What follows belongs to an exercise in optimizing a design on an open flow for small area and a short achievable clock period; a production flow would make more cautious choices. Only simulation tests tie the RTL to the original design; equivalence was not proved. Power is estimated from default activity; no workload was simulated.

### flow/run.sh
#!/bin/bash
# synth_recipe.tcl (not shown) runs the flow's synth.tcl, then flattens the netlist and writes it again
# the make line also repeats each setting of config.mk as NAME=value (left out here)
make -C /OpenROAD-flow-scripts/flow DESIGN_CONFIG=/design/flow/config.mk WORK_HOME=/design/flow/orfs CLKGATE_MAP_FILE= SYNTH_SCRIPT=/design/flow/synth_recipe.tcl finish
### flow/config.mk
export PLATFORM = sky130hd
export DESIGN_NAME = dac_engine
export DESIGN_NICKNAME = dac_engine
export VERILOG_FILES = /design/flow/design.v
export SDC_FILE = /design/flow/constraint.sdc
export NUM_CORES = 4
export LEC_CHECK = 0
export CAP_MARGIN = 20
export CORE_MARGIN = 2
export CORE_UTILIZATION = 60
export CTS_CLUSTER_DIAMETER = 80
export CTS_CLUSTER_SIZE = 25
export SETUP_SLACK_MARGIN = 2.5
export SLEW_MARGIN = 20
export SYNTH_HIERARCHICAL = 1
export SYNTH_MINIMUM_KEEP_SIZE = 0
### flow/constraint.sdc
create_clock -name core_clock -period 5.0 [get_ports {adc_clk}]
set_input_delay 1.0000 -clock core_clock [delete_from_list [all_inputs] [get_ports {adc_clk}]]
set_output_delay 1.0000 -clock core_clock [all_outputs]
set_load 0.01 [all_outputs]
### flow/design.v
`default_nettype none
package dac_engine_pkg;
    localparam int DATA_W     = 16;   
    localparam int LUT_ADDR_W = 8;    
    localparam int PERIOD_W   = 32;   
    localparam int REG_ADDR_W = 5;    
    localparam int SEL_W      = 2;
    localparam logic [REG_ADDR_W-1:0] REG_ID         = 5'h00;   
    localparam logic [REG_ADDR_W-1:0] REG_CTRL       = 5'h04;   
    localparam logic [REG_ADDR_W-1:0] REG_TRIG       = 5'h08;   
    localparam logic [REG_ADDR_W-1:0] REG_LUT        = 5'h0C;   
    localparam logic [REG_ADDR_W-1:0] REG_PULSE_LOW  = 5'h10;
    localparam logic [REG_ADDR_W-1:0] REG_PULSE_HIGH = 5'h14;
    localparam logic [REG_ADDR_W-1:0] REG_PULSE_VAL  = 5'h18;
    localparam logic [SEL_W-1:0] SEL_A_PULSE = 2'd0;
    localparam logic [SEL_W-1:0] SEL_A_LUT   = 2'd1;
    localparam logic [SEL_W-1:0] SEL_A_HIGH  = 2'd2;
    localparam logic [SEL_W-1:0] SEL_A_LOW   = 2'd3;
    localparam logic [SEL_W-1:0] SEL_B_LUT   = 2'd0;
    localparam logic [SEL_W-1:0] SEL_B_PULSE = 2'd1;
    localparam logic [SEL_W-1:0] SEL_B_LOW   = 2'd2;
    localparam logic [SEL_W-1:0] SEL_B_HIGH  = 2'd3;
    localparam logic [DATA_W-1:0] LEVEL_HIGH = 16'h4000;   
    localparam logic [DATA_W-1:0] LEVEL_LOW  = 16'hC000;   
    localparam logic [15:0] FPGA_TYPE = 16'hABCD;
    localparam logic [15:0] FPGA_REV  = 16'h1237;
endpackage
`default_nettype wire
`timescale 1ns/100ps
`default_nettype none
import dac_engine_pkg::*;
module dac_engine_regs (
    input  wire                                    adc_clk,
    input  wire                                    reset,
    input  wire  [dac_engine_pkg::REG_ADDR_W-1:0]  awaddr,
    input  wire                                    awvalid,
    output logic                                   awready,
    input  wire  [31:0]                            wdata,
    input  wire                                    wvalid,
    output logic                                   wready,
    output logic                                   bvalid,
    output logic [1:0]                             bresp,
    input  wire                                    bready,
    input  wire  [dac_engine_pkg::REG_ADDR_W-1:0]  araddr,
    input  wire                                    arvalid,
    output logic                                   arready,
    output logic [31:0]                            rdata,
    output logic                                   rvalid,
    output logic [1:0]                             rresp,
    input  wire                                    rready,
    output logic [dac_engine_pkg::SEL_W-1:0]       dac_a_select,
    output logic [dac_engine_pkg::SEL_W-1:0]       dac_b_select,
    output logic                                   lut_run_once,
    output logic                                   trig_pulse,
    output logic [dac_engine_pkg::DATA_W-1:0]      lut_wr_data,
    output logic [15:0]                            lut_wr_hi,   
    output logic [15:0]                            lut_wr_lo,   
    output logic [15:0]                            lut_wr_hn,   
    output logic [15:0]                            lut_wr_ln,   
    output logic [dac_engine_pkg::PERIOD_W-1:0]    pulse_low,
    output logic [dac_engine_pkg::PERIOD_W-1:0]    pulse_high,
    output logic [dac_engine_pkg::DATA_W-1:0]      pulse_val,
    output logic                                   low_zero,
    output logic                                   low_one,
    output logic                                   high_zero,
    output logic                                   high_one
);
    logic        wr_accept;   
    logic        rd_accept;   
    logic [31:0] lut_reg;     
    logic [31:0] rd_word;     
    logic aw_int, bv_int;   
    logic ar_int, rv_int;   
    assign wr_accept = aw_int;
    assign rd_accept = ar_int;
    assign wready = awready;   
    assign bresp = 2'b00;   
    assign rresp = 2'b00;
    assign lut_wr_data = lut_reg[DATA_W-1:0];
    always_ff @(posedge adc_clk or posedge reset) begin
        if (reset) begin
            awready <= 1'b0;
            bvalid  <= 1'b0;
            aw_int  <= 1'b0;
            bv_int  <= 1'b0;
        end else begin
            awready <= awvalid && wvalid && !awready && !bvalid;   
            aw_int  <= awvalid && wvalid && !aw_int && !bv_int;
            if (awready) begin
                bvalid <= 1'b1;
            end else if (bready) begin
                bvalid <= 1'b0;   
            end
            if (aw_int) begin
                bv_int <= 1'b1;
            end else if (bready) begin
                bv_int <= 1'b0;
            end
        end
    end
    always_ff @(posedge adc_clk or posedge reset) begin
        if (reset) begin
            dac_a_select <= '0;
            dac_b_select <= '0;
            lut_run_once <= 1'b0;
            trig_pulse   <= 1'b0;
            lut_reg      <= '0;
            pulse_low    <= '0;
            pulse_high   <= '0;
            pulse_val    <= '0;
            low_zero     <= 1'b1;
            low_one      <= 1'b0;
            high_zero    <= 1'b1;
            high_one     <= 1'b0;
        end else begin
            trig_pulse <= 1'b0;   
            if (wr_accept) begin
                case (awaddr)
                    REG_CTRL: begin
                        dac_a_select <= wdata[0 +: SEL_W];
                        dac_b_select <= wdata[4 +: SEL_W];
                        lut_run_once <= wdata[8];
                    end
                    REG_TRIG: trig_pulse <= wdata[0];   
                    REG_LUT:        lut_reg    <= wdata;   
                    REG_PULSE_LOW: begin
                        pulse_low <= wdata;
                        low_zero  <= (wdata == 32'd0);
                        low_one   <= (wdata == 32'd1);
                    end
                    REG_PULSE_HIGH: begin
                        pulse_high <= wdata;
                        high_zero  <= (wdata == 32'd0);
                        high_one   <= (wdata == 32'd1);
                    end
                    REG_PULSE_VAL:  pulse_val  <= wdata[DATA_W-1:0];
                    default: ;   
                endcase
            end
        end
    end
    always_ff @(posedge adc_clk or posedge reset) begin
        if (reset) begin
            lut_wr_hi <= '0;
            lut_wr_hn <= '1;
        end else begin
            for (int j = 0; j < 16; j++) begin
                lut_wr_hi[j] <= wr_accept && (awaddr == REG_LUT) && (wdata[23:20] == 4'(j));
                lut_wr_hn[j] <= !(wr_accept && (awaddr == REG_LUT) && (wdata[23:20] == 4'(j)));
            end
        end
    end
    always_ff @(posedge adc_clk) begin
        for (int k = 0; k < 16; k++) begin
            lut_wr_lo[k] <= (wdata[19:16] == 4'(k));
            lut_wr_ln[k] <= (wdata[19:16] != 4'(k));
        end
    end
    always_comb begin
        case (araddr)
            REG_ID:         rd_word = {FPGA_REV, FPGA_TYPE};
            REG_CTRL:       rd_word = {23'b0, lut_run_once, 2'b0, dac_b_select,
                                       2'b0, dac_a_select};
            REG_LUT:        rd_word = lut_reg;
            REG_PULSE_LOW:  rd_word = pulse_low;
            REG_PULSE_HIGH: rd_word = pulse_high;
            REG_PULSE_VAL:  rd_word = {16'b0, pulse_val};
            default:        rd_word = 32'b0;   
        endcase
    end
    always_ff @(posedge adc_clk or posedge reset) begin
        if (reset) begin
            arready <= 1'b0;
            rvalid  <= 1'b0;
            ar_int  <= 1'b0;
            rv_int  <= 1'b0;
        end else begin
            arready <= arvalid && !arready && !rvalid;
            ar_int  <= arvalid && !ar_int && !rv_int;
            if (arready) begin
                rvalid <= 1'b1;
            end else if (rready) begin
                rvalid <= 1'b0;
            end
            if (ar_int) begin
                rv_int <= 1'b1;
            end else if (rready) begin
                rv_int <= 1'b0;
            end
        end
    end
    always_ff @(posedge adc_clk) begin
        if (rd_accept) begin
            rdata <= rd_word;
        end
    end
endmodule
`default_nettype wire
`timescale 1ns/100ps
`default_nettype none
import dac_engine_pkg::*;
module lut_word (
    input  wire                                adc_clk,
    input  wire                                we,     
    input  wire                                hold,   
    input  wire  [dac_engine_pkg::DATA_W-1:0]  d,
    output logic [dac_engine_pkg::DATA_W-1:0]  q
);
    always_ff @(posedge adc_clk) begin
        q <= ({DATA_W{we}} & d) | ({DATA_W{hold}} & q);
    end
endmodule
module lut_row (
    input  wire                                adc_clk,
    input  wire                                wr_row,   
    input  wire  [15:0]                        wr_lo,    
    input  wire                                wr_row_n,   
    input  wire  [15:0]                        wr_lo_n,    
    input  wire  [dac_engine_pkg::DATA_W-1:0]  wr_data,
    input  wire                                rd_row,   
    input  wire  [15:0]                        rd_lo,    
    output logic [2*dac_engine_pkg::DATA_W-1:0] rd_data   
);
    logic [DATA_W-1:0] q [16];
    for (genvar k = 0; k < 16; k++) begin : g_w
        logic we, hold;
        assign we   = wr_row && wr_lo[k];
        assign hold = wr_row_n || wr_lo_n[k];   
        lut_word u_word (
            .adc_clk (adc_clk),
            .we      (we),
            .hold    (hold),
            .d       (wr_data),
            .q       (q[k])
        );
    end
    logic [15:0] rd_sel;
    assign rd_sel = rd_lo & {16{rd_row}};
    for (genvar b = 0; b < DATA_W; b++) begin : g_rd
        logic [15:0] hit;
        for (genvar k = 0; k < 16; k++) begin : g_hit
            assign hit[k] = rd_sel[k] && q[k][b];
        end
        assign rd_data[b]          = |hit[7:0];
        assign rd_data[DATA_W + b] = |hit[15:8];
    end
endmodule
module lut_player (
    input  wire                                    adc_clk,
    input  wire                                    reset,
    input  wire                                    lut_run_once,
    input  wire                                    trig_pulse,
    input  wire  [15:0]                            lut_wr_hi,   
    input  wire  [15:0]                            lut_wr_lo,   
    input  wire  [15:0]                            lut_wr_hn,   
    input  wire  [15:0]                            lut_wr_ln,   
    input  wire  [dac_engine_pkg::DATA_W-1:0]      lut_wr_data,
    output logic [4*dac_engine_pkg::DATA_W-1:0]    lut_part
);
    logic [15:0] rd_lo, rd_hi;
    logic        addr_last;   
    logic        addr_en;
    assign addr_en = !addr_last || !lut_run_once || trig_pulse;
    always_ff @(posedge adc_clk or posedge reset) begin
        if (reset) begin
            rd_lo     <= 16'h0001;
            rd_hi     <= 16'h0001;
            addr_last <= 1'b0;
        end else if (addr_en) begin
            addr_last <= rd_lo[14] && rd_hi[15];   
            rd_lo <= {rd_lo[14:0], rd_lo[15]};
            if (rd_lo[15]) begin
                rd_hi <= {rd_hi[14:0], rd_hi[15]};   
            end
        end
    end
    logic [2*DATA_W-1:0] row_data [16];
    for (genvar j = 0; j < 16; j++) begin : g_row
        lut_row u_row (
            .adc_clk (adc_clk),
            .wr_row  (lut_wr_hi[j]),
            .wr_lo   (lut_wr_lo),
            .wr_row_n(lut_wr_hn[j]),
            .wr_lo_n (lut_wr_ln),
            .wr_data (lut_wr_data),
            .rd_row  (rd_hi[j]),
            .rd_lo   (rd_lo),
            .rd_data (row_data[j])
        );
    end
    always_ff @(posedge adc_clk) begin
        for (int g = 0; g < 4; g++) begin
            lut_part[g*DATA_W +: DATA_W] <=
                row_data[4*g][0 +: DATA_W]   | row_data[4*g][DATA_W +: DATA_W]
              | row_data[4*g+1][0 +: DATA_W] | row_data[4*g+1][DATA_W +: DATA_W]
              | row_data[4*g+2][0 +: DATA_W] | row_data[4*g+2][DATA_W +: DATA_W]
              | row_data[4*g+3][0 +: DATA_W] | row_data[4*g+3][DATA_W +: DATA_W];
        end
    end
endmodule
`default_nettype wire
`timescale 1ns/100ps
`default_nettype none
import dac_engine_pkg::*;
module pulse_gen (
    input  wire                                  adc_clk,
    input  wire                                  reset,
    input  wire                                  trig_pulse,
    input  wire  [dac_engine_pkg::PERIOD_W-1:0]  pulse_low,    
    input  wire  [dac_engine_pkg::PERIOD_W-1:0]  pulse_high,   
    input  wire  [dac_engine_pkg::DATA_W-1:0]    pulse_val,
    input  wire                                  low_zero,     
    input  wire                                  low_one,      
    input  wire                                  high_zero,    
    input  wire                                  high_one,     
    output logic [dac_engine_pkg::DATA_W-1:0]    pulse_sample
);
    logic                in_low;      
    logic                in_high;     
    logic [PERIOD_W-1:0] phase_cnt;   
    logic                cnt_one;     
    always_ff @(posedge adc_clk or posedge reset) begin
        if (reset) begin
            in_low    <= 1'b0;
            in_high   <= 1'b0;
            phase_cnt <= '0;
            cnt_one   <= 1'b0;
        end else if (trig_pulse) begin
            in_low    <= !low_zero;
            in_high   <= low_zero && !high_zero;
            phase_cnt <= !low_zero ? pulse_low : pulse_high;
            cnt_one   <= !low_zero ? low_one : high_one;
        end else if (in_low || in_high) begin
            if (cnt_one) begin
                in_low    <= 1'b0;
                in_high   <= in_low && !high_zero;   
                phase_cnt <= in_low ? pulse_high : '0;
                cnt_one   <= in_low && high_one;
            end else begin
                phase_cnt <= phase_cnt - PERIOD_W'(1);
                cnt_one   <= (phase_cnt == PERIOD_W'(2));
            end
        end
    end
    assign pulse_sample = in_high ? pulse_val : '0;
endmodule
`default_nettype wire
`timescale 1ns/100ps
`default_nettype none
import dac_engine_pkg::*;
module dac_output_mux (
    input  wire                                adc_clk,
    input  wire                                reset,
    input  wire  [dac_engine_pkg::SEL_W-1:0]   dac_a_select,
    input  wire  [dac_engine_pkg::SEL_W-1:0]   dac_b_select,
    input  wire  [4*dac_engine_pkg::DATA_W-1:0] lut_part,   
    input  wire  [dac_engine_pkg::DATA_W-1:0]  pulse_sample,
    output logic [dac_engine_pkg::DATA_W-1:0]  dac_a,   
    output logic [dac_engine_pkg::DATA_W-1:0]  dac_b
);
    logic [DATA_W-1:0] a_signed;   
    logic [DATA_W-1:0] b_signed;
    logic [DATA_W-1:0] lut_sample;
    assign lut_sample = lut_part[0 +: DATA_W] | lut_part[DATA_W +: DATA_W]
                      | lut_part[2*DATA_W +: DATA_W] | lut_part[3*DATA_W +: DATA_W];
    always_ff @(posedge adc_clk or posedge reset) begin
        if (reset) begin
            a_signed <= '0;
            b_signed <= '0;
        end else begin
            case (dac_a_select)
                SEL_A_PULSE: a_signed <= pulse_sample;
                SEL_A_LUT:   a_signed <= lut_sample;
                SEL_A_HIGH:  a_signed <= LEVEL_HIGH;
                default:     a_signed <= LEVEL_LOW;    
            endcase
            case (dac_b_select)
                SEL_B_LUT:   b_signed <= lut_sample;
                SEL_B_PULSE: b_signed <= pulse_sample;
                SEL_B_LOW:   b_signed <= LEVEL_LOW;
                default:     b_signed <= LEVEL_HIGH;   
            endcase
        end
    end
    always_ff @(posedge adc_clk or posedge reset) begin
        if (reset) begin
            dac_a <= {1'b1, {(DATA_W-1){1'b0}}};
            dac_b <= {1'b1, {(DATA_W-1){1'b0}}};
        end else begin
            dac_a <= {~a_signed[DATA_W-1], a_signed[DATA_W-2:0]};
            dac_b <= {~b_signed[DATA_W-1], b_signed[DATA_W-2:0]};
        end
    end
endmodule
`default_nettype wire
`timescale 1ns/100ps
`default_nettype none
import dac_engine_pkg::*;
module dac_engine (
    input  wire                                    adc_clk,
    input  wire                                    reset,
    input  wire  [dac_engine_pkg::REG_ADDR_W-1:0]  awaddr,
    input  wire                                    awvalid,
    output logic                                   awready,
    input  wire  [31:0]                            wdata,
    input  wire                                    wvalid,
    output logic                                   wready,
    output logic                                   bvalid,
    output logic [1:0]                             bresp,
    input  wire                                    bready,
    input  wire  [dac_engine_pkg::REG_ADDR_W-1:0]  araddr,
    input  wire                                    arvalid,
    output logic                                   arready,
    output logic [31:0]                            rdata,
    output logic                                   rvalid,
    output logic [1:0]                             rresp,
    input  wire                                    rready,
    output logic [dac_engine_pkg::DATA_W-1:0]      dac_a,
    output logic [dac_engine_pkg::DATA_W-1:0]      dac_b
);
    logic [SEL_W-1:0]      dac_a_select;
    logic [SEL_W-1:0]      dac_b_select;
    logic                  lut_run_once;
    logic                  trig_pulse;    
    logic [DATA_W-1:0]     lut_wr_data;
    logic [15:0]           lut_wr_hi;
    logic [15:0]           lut_wr_lo;
    logic [15:0]           lut_wr_hn;
    logic [15:0]           lut_wr_ln;
    logic [PERIOD_W-1:0]   pulse_low;
    logic [PERIOD_W-1:0]   pulse_high;
    logic [DATA_W-1:0]     pulse_val;
    logic                  low_zero, low_one, high_zero, high_one;
    logic [4*DATA_W-1:0]   lut_part;
    logic [DATA_W-1:0]     pulse_sample;
    dac_engine_regs i_regs (
        .*
    );
    lut_player i_lut_player (
        .*
    );
    pulse_gen i_pulse_gen (
        .*
    );
    dac_output_mux i_dac_output_mux (
        .*
    );
endmodule
`default_nettype wire
==> results of run 1 <==
==> timing repair <==
action                                 4_1_cts  5_1_grt
hold buffers                                 0        0
endpoints found under the hold margin        0        0
pin swaps                                   28       31
gates resized for setup                    464      118
buffers inserted                            83       28
cloned                                       1        5
setup endpoints to repair                  228      136
==> metrics by stage <==
stage,area [um2],cells,setup slack (ps),hold slack [ps]
final,178000,17700,2210,350
after global routing,178000,17600,2210,355
after CTS,176000,17500,2190,353
after detailed placement,168000,17100,1450,337
after global placement,168000,17100,1160,335
after floorplan,177000,14500,1960,331
==> cell usage after synthesis, types with 20 or more instances <==
cell,n
dfxtp_1,4192
and2_1,274
nand3_1,32
nor2_1,46
mux2_2,26
dfstp_2,22
clkbuf_1,119
buf_12,32
edfxtp_1,32
or2_2,257
dfrtp_1,272
a41oi_2,32
a222oi_1,20
buf_6,1418
a41oi_1,481
buf_4,54
buf_8,33
a22oi_2,128
nand2b_1,23
a22oi_1,1952
buf_2,64
mux2_4,46
nor2b_1,26
nand2_1,354
a22o_1,4099
nor4_1,163
inv_1,62
o21ai_0,50
==> report_power, final <==
group | total (mW) | internal (mW) | switching [mW] | leakage [nW]
registers | 37.0 | 36.3 | 0.693 | 37.9
clock network | 20.6 | 8.64 | 12.0 | 3.02
logic | 2.89 | 0.593 | 2.30 | 21.0
total | 60.5 | 45.6 | 15.0 | 61.9
==> kinds of logic (layout without fill, tap and decap cells) <==
logic type / Yosys count / count (layout)
XOR/XNOR: 1 / 1
flip-flops: 4518 / 4518
multiplexers: 82 / 82
AND/OR/NAND/NOR: 1264 / 1264
AO/OA/AOI/OAI: 6883 / 6883
adder cells (fa/ha/maj): 2 / 2
buffers and inverters: 1788 / 891
other: 1 / 188
==> per-module statistics from Yosys (local to each module, per instance), a selection <==
module	flops+latches	cell area (um2)	cells
lut_player	97	3920	386
lut_row	0	1880	230
dac_engine_regs	226	8810	766
lut_word	16	505	36
pulse_gen	35	2710	332
dac_output_mux	64	2230	159
==> cell type report <==
| class | count | area, um2 | area share [%] |
|---|---|---|---|
| Timing Repair inverter | 1 | 7.51 | 0.00422 |
| Clock inverter | 33 | 504 | 0.283 |
| Tap cell | 3919 | 4900 | 2.75 |
| Sequential cell | 4518 | 92400 | 51.9 |
| Clock buffer | 264 | 5710 | 3.21 |
| Antenna cell | 184 | 460 | 0.259 |
| Multi-Input combinational cell | 8236 | 68200 | 38.3 |
| Timing Repair Buffer | 529 | 5550 | 3.12 |
| Inverter | 64 | 274 | 0.154 |
==> worst max path at each step <==
stage | cells after the start | slack [ps] | end | from
after floorplan | 1 | 1960 | i_regs.ar_int | reset
after global placement | 5 | 1160 | i_lut_player.lut_part[43] | i_lut_player.rd_lo[2]
after CTS | 1 | 2190 | rdata[7] | i_regs.rdata[7]
after detailed placement | 5 | 1450 | i_regs.lut_wr_hn[11] | awaddr[1]
after global routing | 1 | 2210 | rdata[7] | i_regs.rdata[7]
final | 1 | 2210 | rdata[7] | i_regs.rdata[7]
==> layer usage <==
layer	GRT usage [%]	vias to the layer above	part of all wire [%]
li1	-	55500	-
met1	58.6	69700	39
met2	60.6	10500	42
met3	12.0	1744	13
met4	22.1	16	5.9
met5	0	-	0.022
==> impl_metrics.env, run 1 <==
export IMPL_firstDrtPassIters=9
export IMPL_synth_adder_area_share_pct=0.0141
export IMPL_core_area_um2=294000
export IMPL_top_regs="i_lut_player.g_row.u_row.g_w.u_word.q (4096), i_lut_player.lut_part (64)"
export IMPL_finalCritPeriodShare_pct=55.8
export IMPL_clk_latency_ps=990
export IMPL_cap_violations=0
export IMPL_synth_async_reset_ratio_pct=6.51
export IMPL_critPathSlowestCell="edfxtp_1"
export IMPL_grt_max_degree=133
export IMPL_die_y_um=547
export IMPL_finalPower_mw=60.5
export IMPL_cts_sinks=4518
export IMPL_gp_congestion=0.939
export IMPL_drtIter0Drc=22100
export IMPL_antenna_found_initial=63
export IMPL_grt_pass1_wl_mm=948
export IMPL_layout_drive_gt1_share_pct=11.5
export IMPL_grt_pass1_vias=126000
export IMPL_p_per_area_nw_per_um2=340
export IMPL_max_clock_freq_mhz=358
export IMPL_path_class="flop to output pin"
export IMPL_ys_seq_area_share_pct=52.1
export IMPL_maxSlewHeadroom_pct=15.7
export IMPL_worst_path_max_fanout=1
export IMPL_h_tree_depth=4
export IMPL_final_common_cell="dfxtp_1"
export IMPL_rsz0062_at_grt="true"
export IMPL_crit_path_start_kind="flop"
export IMPL_finish_utilization_pct=60.6
export IMPL_layout_common_cells="4160 x dfxtp_1, 4099 x a22o_1, 1903 x a22oi_1"
export IMPL_grt_overflow_total=0
export IMPL_tns_ps=0
export IMPL_holdPathStages=0
export IMPL_rr_worst_depth=7
export IMPL_fill_cells=23500
export IMPL_regMostFlops="i_lut_player.g_row.u_row.g_w.u_word.q"
export IMPL_drcViolationCount=0
export IMPL_peakVddDrop_mv=0.303
export IMPL_worst_pin_slew_ps=1260
export IMPL_die_w_um=547
export IMPL_ys_ff_latch=4518
export IMPL_root_buffer="clkbuf_16"
export IMPL_dp_hpwl_mm=399
export IMPL_via_count=137000
export IMPL_nets=13600
export IMPL_cp_required_ps=4000
export IMPL_initial_core_util_pct=60.3
export IMPL_synth_top_family_by_area="compound AO/OA/AOI/OAI gates"
export IMPL_cts_path_max_buffers=4
export IMPL_track_usage_pct=42.6
export IMPL_power_leakage_nw=61.9
export IMPL_netlist_area_leader_share_pct=47.4
export IMPL_top_level_ports=122
export IMPL_wl_per_cell_um=37.8
export IMPL_synthCells=14500
export IMPL_drv_slew=0
export IMPL_synth_simple_gate_area_share_pct=3.95
export IMPL_synth_area_um2=177000
export IMPL_cp_cell_sequence="buf_2"
export IMPL_io_buffers=117
export IMPL_hold_path_class="flop to flop"
export IMPL_hp_start="i_dac_output_mux.a_signed[13]"
export IMPL_cp_arrival_ps=1790
export IMPL_timing_rr_end="i_lut_player.lut_part[5]"
export IMPL_cts_inserted_buffers=210
export IMPL_drtAntennaViolNets=0
export IMPL_fin_skew_ps=48.9
export IMPL_status="no timing/DRC/antenna violations"
export IMPL_synth_area_mux_share_pct=0.611
export IMPL_reg2reg_from="i_lut_player.rd_lo[2]"
export IMPL_crit_buf_inv=1
export IMPL_path_delay_family="flip-flops"
export IMPL_synth_compound_area_share_pct=32.9
export IMPL_worst_setup_path_end_kind="output pin"
export IMPL_yosysUniqueCellTypes=81
export IMPL_placementRows=199
export IMPL_hold_viol=0
export IMPL_syn2layout_area_growth_pct=0.450
export IMPL_synth_area_leaders="dfxtp_1 47%, a22o_1 20%, buf_6 9.0%"
export IMPL_largest_register_ffs=4096
export IMPL_yosysTopAreaCell="dfxtp_1"
export IMPL_avgSynthCellArea_um2=12.2
export IMPL_via_per_inst=7.74
export IMPL_ys_flop_type="dfxtp_1"
export IMPL_max_stage_delay_ps=620
export IMPL_synth_xor_xnor_area_share_pct=0.00494
export IMPL_rrSetupSlack_ps=2340
export IMPL_cts_tree="yes"
export IMPL_yosys_warnings=14
export IMPL_synth_edff_count=32
export IMPL_whs_endpoint="i_dac_output_mux.dac_a[13]"
export IMPL_period_minus_slack_ps=2790
export IMPL_setup_viol=0
export IMPL_dieArea_um2=300000
export IMPL_wl_mm=671
export IMPL_clkSlewWorstSetupHoldPaths_ps=100
==> run 2: changes to the inputs <==
--- a/flow/design.v
+++ b/flow/design.v
@@ -71,6 +71,7 @@
     logic [31:0] rd_word;     
     logic aw_int, bv_int;   
     logic ar_int, rv_int;   
+    logic ar_hold;          
     assign wr_accept = aw_int;
     assign rd_accept = ar_int;
     assign wready = awready;   
@@ -174,9 +175,11 @@
             rvalid  <= 1'b0;
             ar_int  <= 1'b0;
             rv_int  <= 1'b0;
+            ar_hold <= 1'b0;
         end else begin
             arready <= arvalid && !arready && !rvalid;
             ar_int  <= arvalid && !ar_int && !rv_int;
+            ar_hold <= arvalid && !ar_hold && !rv_int;
             if (arready) begin
                 rvalid <= 1'b1;
             end else if (rready) begin
@@ -190,9 +193,7 @@
         end
     end
     always_ff @(posedge adc_clk) begin
-        if (rd_accept) begin
-            rdata <= rd_word;
-        end
+        rdata <= ({32{rd_accept}} & rd_word) | ({32{!ar_hold}} & rdata);
     end
 endmodule
 `default_nettype wire
==> run 2 against run 1 <==
The layout now fails its checks (antenna violations); critical endpoint is now i_lut_player.lut_part[21]; area after synthesis rose by 0.11%; global-route usage down 0.26 points; sequential power barely moved; fmax fell by 4.3%; combinational power decreased by 3%; cell count increased by 0.28%; register-to-register slack got worse by 260 ps; highest routed layer unchanged; largest cell class unchanged.
==> impl_metrics.env, run 2 <==
export IMPL_dieArea_um2=300000
export IMPL_drv_slew=0
export IMPL_synth_area_um2=177000
export IMPL_track_usage_pct=42.3
export IMPL_hold_viol=0
export IMPL_worst_pin_slew_ps=1320
export IMPL_period_minus_slack_ps=2920
export IMPL_synth_most_common_cell="dfxtp_1"
export IMPL_power_leakage_nw=61.5
export IMPL_cts_hold_fix_buffers=0
export IMPL_maxSlewHeadroom_pct=11.2
export IMPL_grt_overflow_total=0
export IMPL_p_seq_share_pct=61.8
export IMPL_die_w_um=548
export IMPL_finalNonFillerCells=17800
export IMPL_dp_cells=17200
export IMPL_regMostFlops="i_lut_player.g_row.u_row.g_w.u_word.q"
export IMPL_final_common_cell="dfxtp_1"
export IMPL_crit_path_start_kind="flop"
export IMPL_path_class="flop to flop"
export IMPL_cts_sinks=4519
export IMPL_drtAntennaViolNets=3
export IMPL_fin_skew_ps=33.1
export IMPL_max_clock_freq_mhz=343
export IMPL_core_area_um2=294000
export IMPL_wl_mm=667
export IMPL_io_buffers=117
export IMPL_yosysTopAreaCell="dfxtp_1"
export IMPL_cap_violations=0
export IMPL_nets=13600
export IMPL_drcViolationCount=0
export IMPL_yosysUniqueCellTypes=77
export IMPL_yosys_warnings=14
export IMPL_cp_required_ps=5780
export IMPL_cts_inserted_buffers=209
export IMPL_root_buffer="clkbuf_16"
export IMPL_dp_hpwl_mm=392
export IMPL_initial_core_util_pct=60.3
export IMPL_peakVddDrop_mv=0.316
export IMPL_setup_viol=0
export IMPL_clkSlewWorstSetupHoldPaths_ps=110
export IMPL_cts_tree="yes"
export IMPL_comb_power_share_pct=4.7
export IMPL_failed_checks="antenna violations"
export IMPL_syn2layout_area_growth_pct=0.643
export IMPL_cts_path_max_buffers=4
export IMPL_yosys_top_cells_count="4224 x dfxtp_1, 4099 x a22o_1, 1941 x a22oi_1, 1417 x buf_6, 481 x a41oi_1"
export IMPL_layout_drive_gt1_share_pct=11.8
export IMPL_switching_share_pct=24.7
export IMPL_antenna_found_initial=66
export IMPL_h_tree_depth=4
export IMPL_worst_path_max_fanout=97
export IMPL_top_regs="i_lut_player.g_row.u_row.g_w.u_word.q (4096), i_lut_player.lut_part (64)"
export IMPL_die_y_um=548
export IMPL_status="finished with violations"
export IMPL_synth_edff_count=0
export IMPL_worst_setup_path_end_kind="flop"
export IMPL_hold_path_class="flop to flop"
export IMPL_synth_area_leaders="dfxtp_1 48%, a22o_1 20%, buf_6 9.0%"
export IMPL_p_int_mw=45.1
export IMPL_grt_max_degree=133
export IMPL_ys_ff_latch=4519
export IMPL_grt_pass1_vias=126000
export IMPL_firstDrtPassIters=6
export IMPL_grt_pass1_wl_mm=944
export IMPL_cp_arrival_ps=3690
export IMPL_netlist_area_leader_share_pct=47.7
export IMPL_avgSynthCellArea_um2=12.1
export IMPL_via_per_inst=7.73
export IMPL_top_level_ports=122
export IMPL_via_count=138000
export IMPL_clk_latency_ps=980
export IMPL_largest_register_ffs=4096
export IMPL_rsz0062_at_grt="true"
export IMPL_ys_seq_area_share_pct=51.8
export IMPL_finalCritPeriodShare_pct=58.3
export IMPL_power_switching_mw=14.8
export IMPL_placementRows=199
export IMPL_fill_cells=23500
export IMPL_tns_ps=0
export IMPL_drtIter0Drc=20900
export IMPL_synth_async_reset_ratio_pct=6.53
export IMPL_wl_per_cell_um=37.5
export IMPL_p_per_area_nw_per_um2=335
export IMPL_clkPwrFrac_pct=33.5
export IMPL_ys_flop_type="dfxtp_1"
export IMPL_synthCells=14600
export IMPL_gp_congestion=0.952
export IMPL_layout_common_cells="4163 x dfxtp_1, 4099 x a22o_1, 1853 x a22oi_1"
[run 2: changes by cell type in the layout (fill, tap and decap cells not counted), sizes merged, moves of 25 or more]
cell    before   now
diode      184   243
dfxtp     4192  4224
nand2      355   322
edfxtp      32     0
inv         59    85
buf        475   413
o22ai        3    28
[run 2: power groups by stage]
stage / clock network, mW / logic [mW] / registers (mW)
floorplan: 0 / 1.42 / 37.3
global placement: 0 / 2.58 / 37.8
detailed placement: 0 / 2.63 / 37.8
CTS: 20.1 / 2.63 / 37.0
global route: 21.3 / 2.85 / 37.0
finish: 20.1 / 2.79 / 37.0
[run 2: worst paths after layout]
kind | startpoint | slack (ps) | cells past startpoint | end
max | i_lut_player.rd_lo[6] | 2080 | 5 | i_lut_player.lut_part[21]
min | i_dac_output_mux.a_signed[9] | 360 | 0 | i_dac_output_mux.dac_a[9]
max reg2reg | i_lut_player.rd_lo[6] | 2080 | 5 | i_lut_player.lut_part[21]
min reg2reg | i_dac_output_mux.a_signed[9] | 360 | 0 | i_dac_output_mux.dac_a[9]
max in group asynchronous | reset | 3140 | 3 | i_regs.lut_wr_hn[4]
min in group asynchronous | reset | 840 | 3 | i_pulse_gen.cnt_one
[run 2: layout make-up]
class                   instances  area (um2)  area share, %
well taps                    3919        4900           2.75
clock inverters                29         328          0.184
clock buffers                 254        5600           3.14
repair buffers                467        5390           3.02
inverters                      85         345          0.193
diodes                        243         608          0.341
flip-flops and latches       4519       92200           51.7
repair inverters                2        15.0        0.00841
multi-input cells            8279       69100           38.7
[run 2: layer usage]
layer  share of wire, %  global-route usage [%]  up-vias  wire, um
met3                 13                    11.4     1714     84600
met2                 42                    60.4    10500    281000
met4                6.0                    23.5       46     39800
met1                 39                    57.9    69600    261000
met5              0.049                       0        -       329
li1                   -                       -    55700         -
[run 2: modules after synthesis (local to each module, per instance), excerpt]
module / cell area [um2] / times used / cells inside / flops+latches
lut_player: 3920 / 1 / 386 / 97
lut_word: 505 / 256 / 36 / 16
pulse_gen: 2710 / 1 / 332 / 35
dac_output_mux: 2230 / 1 / 159 / 64
lut_row: 1880 / 16 / 230 / 0
dac_engine_regs: 8990 / 1 / 841 / 227
[run 2: critical path: stages, from the launching register on]
cell and delay [ps]:
dfrtp_4 590, buf_16 210, a22oi_2 430, a41oi_2 240, nor4_4 530, nand2_1 270
[run 2: repair_timing]
item                       in CTS  in global routing
gates cloned                    3                  5
setup endpoints to repair     201                115
gates resized for setup       599                141
setup buffers                  84                 12
pin swaps                      38                 46
[run 2: per-stage QoR]
step                cell area [um2]  util, %  total power [mW]  hold slack [ps]  setup slack (ps)
global route                 178000     60.6              61.2              368              2360
global placement             168000     57.2              40.4              334               786
detailed placement           168000     57.2              40.4              336              1240
CTS                          177000     60.1              59.7              358              2360
floorplan                    177000        -              38.7              331              1940
finish                       179000     60.7              59.9              357              2080
[run 2: kinds of logic after synthesis]
logic type | Yosys count | synth area share, %
AOI/OAI and AO/OA | 6919 | 33.0
and+or+nand+nor | 1248 | 3.91
DFF | 4519 | 51.8
xor gates and xnor gates | 2 | 0.00988
adders and majority gates | 2 | 0.0141
muxes | 104 | 0.728
other | 1 | 0.00211
buffers and inverters | 1819 | 10.5
==> run 3: changes to the inputs <==
--- a/flow/config.mk
+++ b/flow/config.mk
@@ -7,7 +7,7 @@
 export LEC_CHECK = 0
 export CAP_MARGIN = 20
 export CORE_MARGIN = 2
-export CORE_UTILIZATION = 60
+export CORE_UTILIZATION = 70
 export CTS_CLUSTER_DIAMETER = 80
 export CTS_CLUSTER_SIZE = 25
 export SETUP_SLACK_MARGIN = 2.5
==> run 3 against run 2 <==
Design area fell by 1.2%; the layout still fails its checks (antenna violations); cell count decreased by 3.4%; synthesized cell count unchanged; core utilization is 9.4 points higher; sequential cell count unchanged; combinational power up 2%; worst setup slack better by 160 ps; routed wire length decreased by 5.4%.
==> impl_metrics.env, run 3 <==
export IMPL_via_count=140000
export IMPL_core_area_um2=252000
export IMPL_ys_flop_type="dfxtp_1"
export IMPL_synth_edff_count=0
export IMPL_drtAntennaViolNets=3
export IMPL_finalCritPeriodShare_pct=55.1
export IMPL_synth_async_reset_ratio_pct=6.53
export IMPL_dp_worst_setup_slack_ps=1390
export IMPL_path_class="flop to flop"
export IMPL_clkSlewWorstSetupHoldPaths_ps=100
export IMPL_drtIter0Drc=23700
export IMPL_cp_arrival_ps=3530
export IMPL_maxSlewHeadroom_pct=16.8
export IMPL_fin_skew_ps=50.3
export IMPL_dieArea_um2=257000
export IMPL_period_minus_slack_ps=2750
export IMPL_max_clock_freq_mhz=363
export IMPL_ys_seq_area_share_pct=51.8
export IMPL_wl_per_cell_um=36.7
export IMPL_worst_slack_ps=2250
export IMPL_synth_top_family_by_area="compound AO/OA/AOI/OAI gates"
export IMPL_avgSynthCellArea_um2=12.1
export IMPL_largest_register_ffs=4096
export IMPL_synth_simple_gate_area_share_pct=3.91
export IMPL_final_common_cell="dfxtp_1"
export IMPL_regMostFlops="i_lut_player.g_row.u_row.g_w.u_word.q"
export IMPL_io_buffers=117
export IMPL_yosysUniqueCellTypes=77
export IMPL_rsz0062_at_grt="true"
export IMPL_grt_pass1_vias=127000
export IMPL_cap_violations=0
export IMPL_clk_latency_ps=920
export IMPL_dp_cells=16600
export IMPL_tns_ps=0
export IMPL_synth_area_leaders="dfxtp_1 48%, a22o_1 20%, buf_6 9.0%"
export IMPL_cts_tree="yes"
export IMPL_hold_path_class="flop to flop"
export IMPL_cts_path_max_buffers=3
export IMPL_track_usage_pct=46.8
export IMPL_via_per_inst=8.13
export IMPL_cp_required_ps=5770
export IMPL_grt_overflow_total=0
export IMPL_synthCells=14600
export IMPL_wl_mm=631
export IMPL_yosys_warnings=14
export IMPL_yosys_top_cells_count="4224 x dfxtp_1, 4099 x a22o_1, 1941 x a22oi_1, 1417 x buf_6, 481 x a41oi_1"
export IMPL_root_buffer="clkbuf_16"
export IMPL_hold_viol=0
export IMPL_syn2layout_area_growth_pct=-0.555
export IMPL_nets=13600
export IMPL_drcViolationCount=0
export IMPL_worst_pin_slew_ps=1250
export IMPL_gp_congestion=0.986
export IMPL_crit_path_start_kind="flop"
export IMPL_dp_hpwl_mm=375
export IMPL_synth_area_mux_share_pct=0.728
export IMPL_cts_inserted_buffers=202
export IMPL_failed_checks="antenna violations"
export IMPL_top_level_ports=122
export IMPL_initial_core_util_pct=70.5
export IMPL_synth_area_um2=177000
export IMPL_firstDrtPassIters=7
export IMPL_placementRows=184
export IMPL_antenna_found_initial=63
export IMPL_cts_sinks=4519
export IMPL_ys_ff_latch=4519
export IMPL_worst_path_max_fanout=70
export IMPL_grt_pass1_wl_mm=904
export IMPL_fill_cells=17900
export IMPL_die_w_um=507
export IMPL_p_per_area_nw_per_um2=335
export IMPL_finalNonFillerCells=17200
export IMPL_top_regs="i_lut_player.g_row.u_row.g_w.u_word.q (4096), i_lut_player.lut_part (64)"
export IMPL_layout_common_cells="4161 x dfxtp_1, 4099 x a22o_1, 1911 x a22oi_1"
export IMPL_yosysTopAreaCell="dfxtp_1"
export IMPL_h_tree_depth=4
export IMPL_drv_slew=0
export IMPL_die_y_um=507
export IMPL_worst_setup_path_end_kind="flop"
export IMPL_setup_viol=0
export IMPL_status="finished with violations"
export IMPL_synth_xor_xnor_area_share_pct=0.00987
export IMPL_netlist_area_leader_share_pct=47.7
export IMPL_power_leakage_nw=61.4
export IMPL_synth_adder_area_share_pct=0.0141
export IMPL_synth_compound_area_share_pct=33.0
export IMPL_cts_hold_fix_buffers=0
export IMPL_synth_most_common_cell="dfxtp_1"
export IMPL_layout_drive_gt1_share_pct=10.9
export IMPL_grt_max_degree=143
export IMPL_peakVddDrop_mv=0.399
export IMPL_finalPower_mw=59.1
## run 3: cell families after synthesis
logic type	Yosys count
adder cells (fa/ha/maj)	2
AND/OR/NAND/NOR	1248
XOR/XNOR	2
buffers and inverters	1819
other	1
flip-flops	4519
AO/OA/AOI/OAI	6919
multiplexers	104
## run 3: power by group
group	internal (mW)	total [mW]	switching, mW
combinational	0.582	2.84	2.26
sequential	36.3	36.9	0.647
clock	7.83	19.3	11.5
## run 3: final timing paths
check / from / endpoint / slack, ps / depth (start not counted)
max: i_lut_player.rd_lo[7] / i_lut_player.lut_part[56] / 2250 / 6
min: i_dac_output_mux.b_signed[13] / i_dac_output_mux.dac_b[13] / 350 / 0
max reg2reg: i_lut_player.rd_lo[7] / i_lut_player.lut_part[56] / 2250 / 6
min reg2reg: i_dac_output_mux.b_signed[13] / i_dac_output_mux.dac_b[13] / 350 / 0
max in group asynchronous: reset / i_regs.lut_reg[15] / 3230 / 3
min in group asynchronous: reset / i_dac_output_mux.dac_b[1] / 730 / 2
## run 3: timing repair
item                       CTS  global route
hold endpoints to repair     0             0
setup endpoints to repair  194           183
pin swaps                   17            38
setup buffers               72            13
gates resized for setup    460           123
cloned                       2             0
## run 3: modules after synthesis (local to each module, per instance), a selection
module	flip-flops and latches	copies in the design
dac_engine_regs	227	1
dac_output_mux	64	1
lut_player	97	1
lut_row	0	16
lut_word	16	256
pulse_gen	35	1
## run 3: worst max-delay path, stage by stage, from the launching register on
cell     delay (ps)
dfrtp_4         640
buf_12          240
buf_4           370
a22oi_1         290
a41oi_1         340
nor4_4          440
nand2_1         100
## run 3: final cells by class
| type | instances | area, um2 | area share, % |
|---|---|---|---|
| clock inverter | 19 | 244 | 0.138 |
| clock buffer | 251 | 5440 | 3.08 |
| antenna | 209 | 523 | 0.296 |
| sequential | 4519 | 92200 | 52.3 |
| tap | 3348 | 4190 | 2.37 |
| timing repair buffer | 479 | 5040 | 2.86 |
| multi-input combinational | 8279 | 68400 | 38.8 |
| inverter | 85 | 349 | 0.198 |
## run 3: stage by stage
stage               cell area, um2  utilization [%]  hold WS, ps
finish                      176000             70.1          354
global route                176000             69.9          363
CTS                         175000             69.5          355
detailed placement          167000             66.6          335
global placement            167000             66.5          333
floorplan                   177000                -          331
## run 3: layer usage
metal	global-route usage (%)	share of wire, %	vias to the layer above
li1	-	-	55600
met1	62.5	37	69300
met2	64.6	41	12400
met3	16.7	15	2357
met4	28.3	7.0	33
met5	0	0.035	-
==> run 4: changes to the inputs <==
--- a/flow/design.v
+++ b/flow/design.v
@@ -54,9 +54,9 @@
     output logic                                   trig_pulse,
     output logic [dac_engine_pkg::DATA_W-1:0]      lut_wr_data,
     output logic [15:0]                            lut_wr_hi,   
-    output logic [15:0]                            lut_wr_lo,   
+    output logic [63:0]                            lut_wr_lo,   
     output logic [15:0]                            lut_wr_hn,   
-    output logic [15:0]                            lut_wr_ln,   
+    output logic [63:0]                            lut_wr_ln,   
     output logic [dac_engine_pkg::PERIOD_W-1:0]    pulse_low,
     output logic [dac_engine_pkg::PERIOD_W-1:0]    pulse_high,
     output logic [dac_engine_pkg::DATA_W-1:0]      pulse_val,
@@ -152,9 +152,11 @@
         end
     end
     always_ff @(posedge adc_clk) begin
-        for (int k = 0; k < 16; k++) begin
-            lut_wr_lo[k] <= (wdata[19:16] == 4'(k));
-            lut_wr_ln[k] <= (wdata[19:16] != 4'(k));
+        for (int g = 0; g < 4; g++) begin
+            for (int k = 0; k < 16; k++) begin
+                lut_wr_lo[16*g + k] <= (wdata[23:22] == 2'(g)) && (wdata[19:16] == 4'(k));
+                lut_wr_ln[16*g + k] <= !((wdata[23:22] == 2'(g)) && (wdata[19:16] == 4'(k)));
+            end
         end
     end
     always_comb begin
@@ -252,9 +254,9 @@
     input  wire                                    lut_run_once,
     input  wire                                    trig_pulse,
     input  wire  [15:0]                            lut_wr_hi,   
-    input  wire  [15:0]                            lut_wr_lo,   
+    input  wire  [63:0]                            lut_wr_lo,   
     input  wire  [15:0]                            lut_wr_hn,   
-    input  wire  [15:0]                            lut_wr_ln,   
+    input  wire  [63:0]                            lut_wr_ln,   
     input  wire  [dac_engine_pkg::DATA_W-1:0]      lut_wr_data,
     output logic [4*dac_engine_pkg::DATA_W-1:0]    lut_part
 );
@@ -280,9 +282,9 @@
         lut_row u_row (
             .adc_clk (adc_clk),
             .wr_row  (lut_wr_hi[j]),
-            .wr_lo   (lut_wr_lo),
+            .wr_lo   (lut_wr_lo[16*(j/4) +: 16]),
             .wr_row_n(lut_wr_hn[j]),
-            .wr_lo_n (lut_wr_ln),
+            .wr_lo_n (lut_wr_ln[16*(j/4) +: 16]),
             .wr_data (lut_wr_data),
             .rd_row  (rd_hi[j]),
             .rd_lo   (rd_lo),
@@ -425,9 +427,9 @@
     logic                  trig_pulse;    
     logic [DATA_W-1:0]     lut_wr_data;
     logic [15:0]           lut_wr_hi;
-    logic [15:0]           lut_wr_lo;
+    logic [63:0]           lut_wr_lo;
     logic [15:0]           lut_wr_hn;
-    logic [15:0]           lut_wr_ln;
+    logic [63:0]           lut_wr_ln;
     logic [PERIOD_W-1:0]   pulse_low;
     logic [PERIOD_W-1:0]   pulse_high;
     logic [DATA_W-1:0]     pulse_val;
--- a/flow/config.mk
+++ b/flow/config.mk
@@ -7,7 +7,7 @@
 export LEC_CHECK = 0
 export CAP_MARGIN = 20
 export CORE_MARGIN = 2
-export CORE_UTILIZATION = 70
+export CORE_UTILIZATION = 60
 export CTS_CLUSTER_DIAMETER = 80
 export CTS_CLUSTER_SIZE = 25
 export SETUP_SLACK_MARGIN = 2.5
==> run 4 against run 3 <==
The run now finishes clean; routed wire length rose by 3.5%; global-route usage fell by 5.5 points; non-clock buffer count down 52; sequential cell count rose by 96; worst setup slack better by 81 ps; first-iteration DRC count fell by 20%; core utilization fell by 9.8 points; clock power rose by 5%; critical endpoint is now dac_b[15].
==> impl_metrics.env, run 4 <==
export IMPL_avgSynthCellArea_um2=12.1
export IMPL_yosysUniqueCellTypes=87
export IMPL_p_per_area_nw_per_um2=340
export IMPL_tns_ps=0
export IMPL_status="no timing/DRC/antenna violations"
export IMPL_dp_worst_setup_slack_ps=1220
export IMPL_ys_flop_type="dfxtp_1"
export IMPL_largest_register_ffs=4096
export IMPL_io_buffers=117
export IMPL_placementRows=200
export IMPL_cap_violations=0
export IMPL_drtAntennaViolNets=0
export IMPL_clkSlewWorstSetupHoldPaths_ps=100
export IMPL_synth_most_common_cell="dfxtp_1"
export IMPL_worst_path_max_fanout=1
export IMPL_critPathSlowestCell="dfstp_2"
export IMPL_max_stage_delay_ps=600
export IMPL_cp_required_ps=4000
export IMPL_setup_viol=0
export IMPL_worst_pin_slew_ps=1350
export IMPL_holdPathStages=1
export IMPL_timing_hold_ws_ps=355
export IMPL_hold_viol=0
export IMPL_max_clock_freq_mhz=374
export IMPL_dieArea_um2=304000
export IMPL_yosys_warnings=14
export IMPL_dp_hpwl_mm=395
export IMPL_syn2layout_area_growth_pct=-0.195
export IMPL_rr_worst_depth=5
export IMPL_die_w_um=551
export IMPL_grt_pass1_vias=127000
export IMPL_path_class="flop to output pin"
export IMPL_grt_overflow_total=0
export IMPL_layout_common_cells="4288 x dfxtp_1, 4124 x a22o_1, 1923 x a22oi_1"
export IMPL_crit_path_start_kind="flop"
export IMPL_core_area_um2=298000
export IMPL_fin_skew_ps=56.8
export IMPL_via_per_inst=7.62
export IMPL_power_leakage_nw=62.7
export IMPL_yosysTopAreaCell="dfxtp_1"
export IMPL_firstDrtPassIters=9
export IMPL_cp_arrival_ps=1670
export IMPL_synthCells=14800
export IMPL_path_delay_family="flip-flops"
export IMPL_cp_cell_sequence="buf_6"
export IMPL_yosys_top_cells_count="4320 x dfxtp_1, 4124 x a22o_1, 1949 x a22oi_1, 1414 x buf_6, 480 x a41oi_1"
export IMPL_synth_area_um2=180000
export IMPL_period_minus_slack_ps=2670
export IMPL_ys_seq_area_share_pct=52.2
export IMPL_antenna_found_initial=41
export IMPL_via_count=136000
export IMPL_clk_latency_ps=980
export IMPL_worst_setup_path_end_kind="output pin"
export IMPL_top_level_ports=122
export IMPL_synth_edff_count=0
export IMPL_grt_max_degree=142
export IMPL_cts_tree="yes"
export IMPL_root_buffer="clkbuf_16"
export IMPL_synth_async_reset_ratio_pct=6.39
export IMPL_wl_mm=654
export IMPL_netlist_area_leader_share_pct=48.1
export IMPL_worst_slack_ps=2330
export IMPL_grt_pass1_wl_mm=934
export IMPL_layout_drive_gt1_share_pct=10.5
export IMPL_cts_inserted_buffers=211
export IMPL_die_y_um=551
export IMPL_ys_ff_latch=4615
export IMPL_drtIter0Drc=18900
export IMPL_initial_core_util_pct=60.4
export IMPL_hold_path_class="flop to flop"
export IMPL_maxSlewHeadroom_pct=10.0
export IMPL_drv_slew=0
export IMPL_gp_congestion=0.952
export IMPL_regMostFlops="i_lut_player.g_row.u_row.g_w.u_word.q"
export IMPL_h_tree_depth=4
export IMPL_cts_hold_fix_buffers=0
export IMPL_drcViolationCount=0
export IMPL_cp_depth=1
export IMPL_final_common_cell="dfxtp_1"
export IMPL_wl_per_cell_um=36.8
export IMPL_cts_sinks=4615
export IMPL_track_usage_pct=41.3
export IMPL_rsz0062_at_grt="true"
export IMPL_nets=13800
export IMPL_peakVddDrop_mv=0.275
export IMPL_crit_buf_inv=1
export IMPL_finalCritPeriodShare_pct=53.5
export IMPL_cts_path_max_buffers=4
export IMPL_synth_area_leaders="dfxtp_1 48%, a22o_1 20%, buf_6 8.9%"
[run 4: routing by layer]
metal / track usage, % / wire length [um] / up-vias / part of all wire [%]
met5: 0.235 / 199 / - / 0.030
met2: 59.1 / 272000 / 9141 / 42
met1: 56.7 / 261000 / 69000 / 40
li1: - / - / 55900 / -
met3: 10.6 / 78900 / 1524 / 12
met4: 22.5 / 40800 / 16 / 6.2
[run 4: cells by family (layout without fill, tap and decap cells)]
| group | count (synthesis) | count (layout) | synth area share [%] |
|---|---|---|---|
| flops | 4615 | 4615 | 52.2 |
| other cells | 1 | 42 | 0.00209 |
| fa+ha+maj | 2 | 2 | 0.0139 |
| simple gates | 1302 | 1302 | 3.98 |
| xor+xnor | 4 | 4 | 0.0195 |
| buf+inv | 1869 | 839 | 10.5 |
| compound gates | 6938 | 6938 | 32.7 |
| mux | 98 | 98 | 0.633 |
[run 4: repair_timing]
action	CTS	global route
gates cloned	0	2
setup endpoints to repair	149	108
buffers inserted	73	8
gates resized for setup	504	112
pin swaps	9	19
[run 4: per-module statistics from Yosys, one instance, submodules excluded, excerpt]
module           flops+latches  cells  times used
dac_engine_regs            323   1043           1
dac_output_mux              64    159           1
lut_player                  97    386           1
lut_row                      0    230          16
lut_word                    16     36         256
pulse_gen                   35    345           1
[run 4: final timing paths]
check	startpoint	end	slack (ps)
max	i_dac_output_mux.dac_b[15]	dac_b[15]	2330
min	i_dac_output_mux.b_signed[15]	i_dac_output_mux.dac_b[15]	350
max reg2reg	i_lut_player.rd_lo[6]	i_lut_player.lut_part[33]	2340
min reg2reg	i_dac_output_mux.b_signed[15]	i_dac_output_mux.dac_b[15]	350
max in group asynchronous	reset	i_regs.lut_reg[12]	3140
min in group asynchronous	reset	i_dac_output_mux.a_signed[2]	890
[run 4: per-stage QoR]
step | power [mW] | util [%] | cells | cell area, um2
floorplan | 39.7 | - | 14800 | 180000
global placement | 41.2 | 57.2 | 17400 | 170000
detailed placement | 41.3 | 57.3 | 17400 | 170000
CTS | 60.9 | 60.0 | 17700 | 178000
global route | 62.4 | 60.3 | 17800 | 179000
finish | 60.9 | 60.3 | 17800 | 179000
[run 4: cell type report]
class,count,area (um2)
inverter,126,498
clock buffer,268,5750
fill,23900,118000
tap,3939,4930
timing repair buffer,427,5020
sequential,4615,94100
antenna,38,95.1
multi-input combinational,8348,68700
clock inverter,18,251
[run 4: power breakdown]
part	leakage, nW	internal (mW)	switching, mW
logic	21.1	0.609	2.29
clock network	2.93	8.39	11.9
registers	38.6	37.0	0.670

## static timing again, ports no longer ideal
Ports are ideal in the flow. The routed layouts listed here were re-timed in OpenROAD. Step 1: set_driving_cell puts a clkbuf_16 on adc_clk and a buf_2 on each other input, an assumption about the parent block. Step 2 moves the port delays by t, midway between the first and last clock arrival at a register: inputs arrive t later, outputs are due t later. That takes back most of the time a late clock gives input paths. a / b / c = ideal / step 1 / step 2; a / b = the first two.
| run | shift t [ns] | slack for setup (ns) | hold slack, ns | worst setup path at the end | cell pins on the clock port's net |
|---|---|---|---|---|---|
| run 1 | 1.069 | 2.209 / 2.104 / 1.608 | 0.350 / 0.350 / 0.350 | input to register | 1 |
| run 2 | 1.068 | 2.085 / 2.085 / 1.596 | 0.357 / 0.357 / 0.357 | input to register | 1 |
| run 3 | 0.999 | 2.245 / 2.245 / 1.668 | 0.354 / 0.354 / 0.354 | input to register | 1 |
| run 4 | 1.057 | 2.326 / 2.218 / 1.407 | 0.355 / 0.355 / 0.355 | input to register | 1 |
For run 4, which loses most, drivers alone change the setup slack by -0.108 ns; drivers and shift together by -0.919 ns.
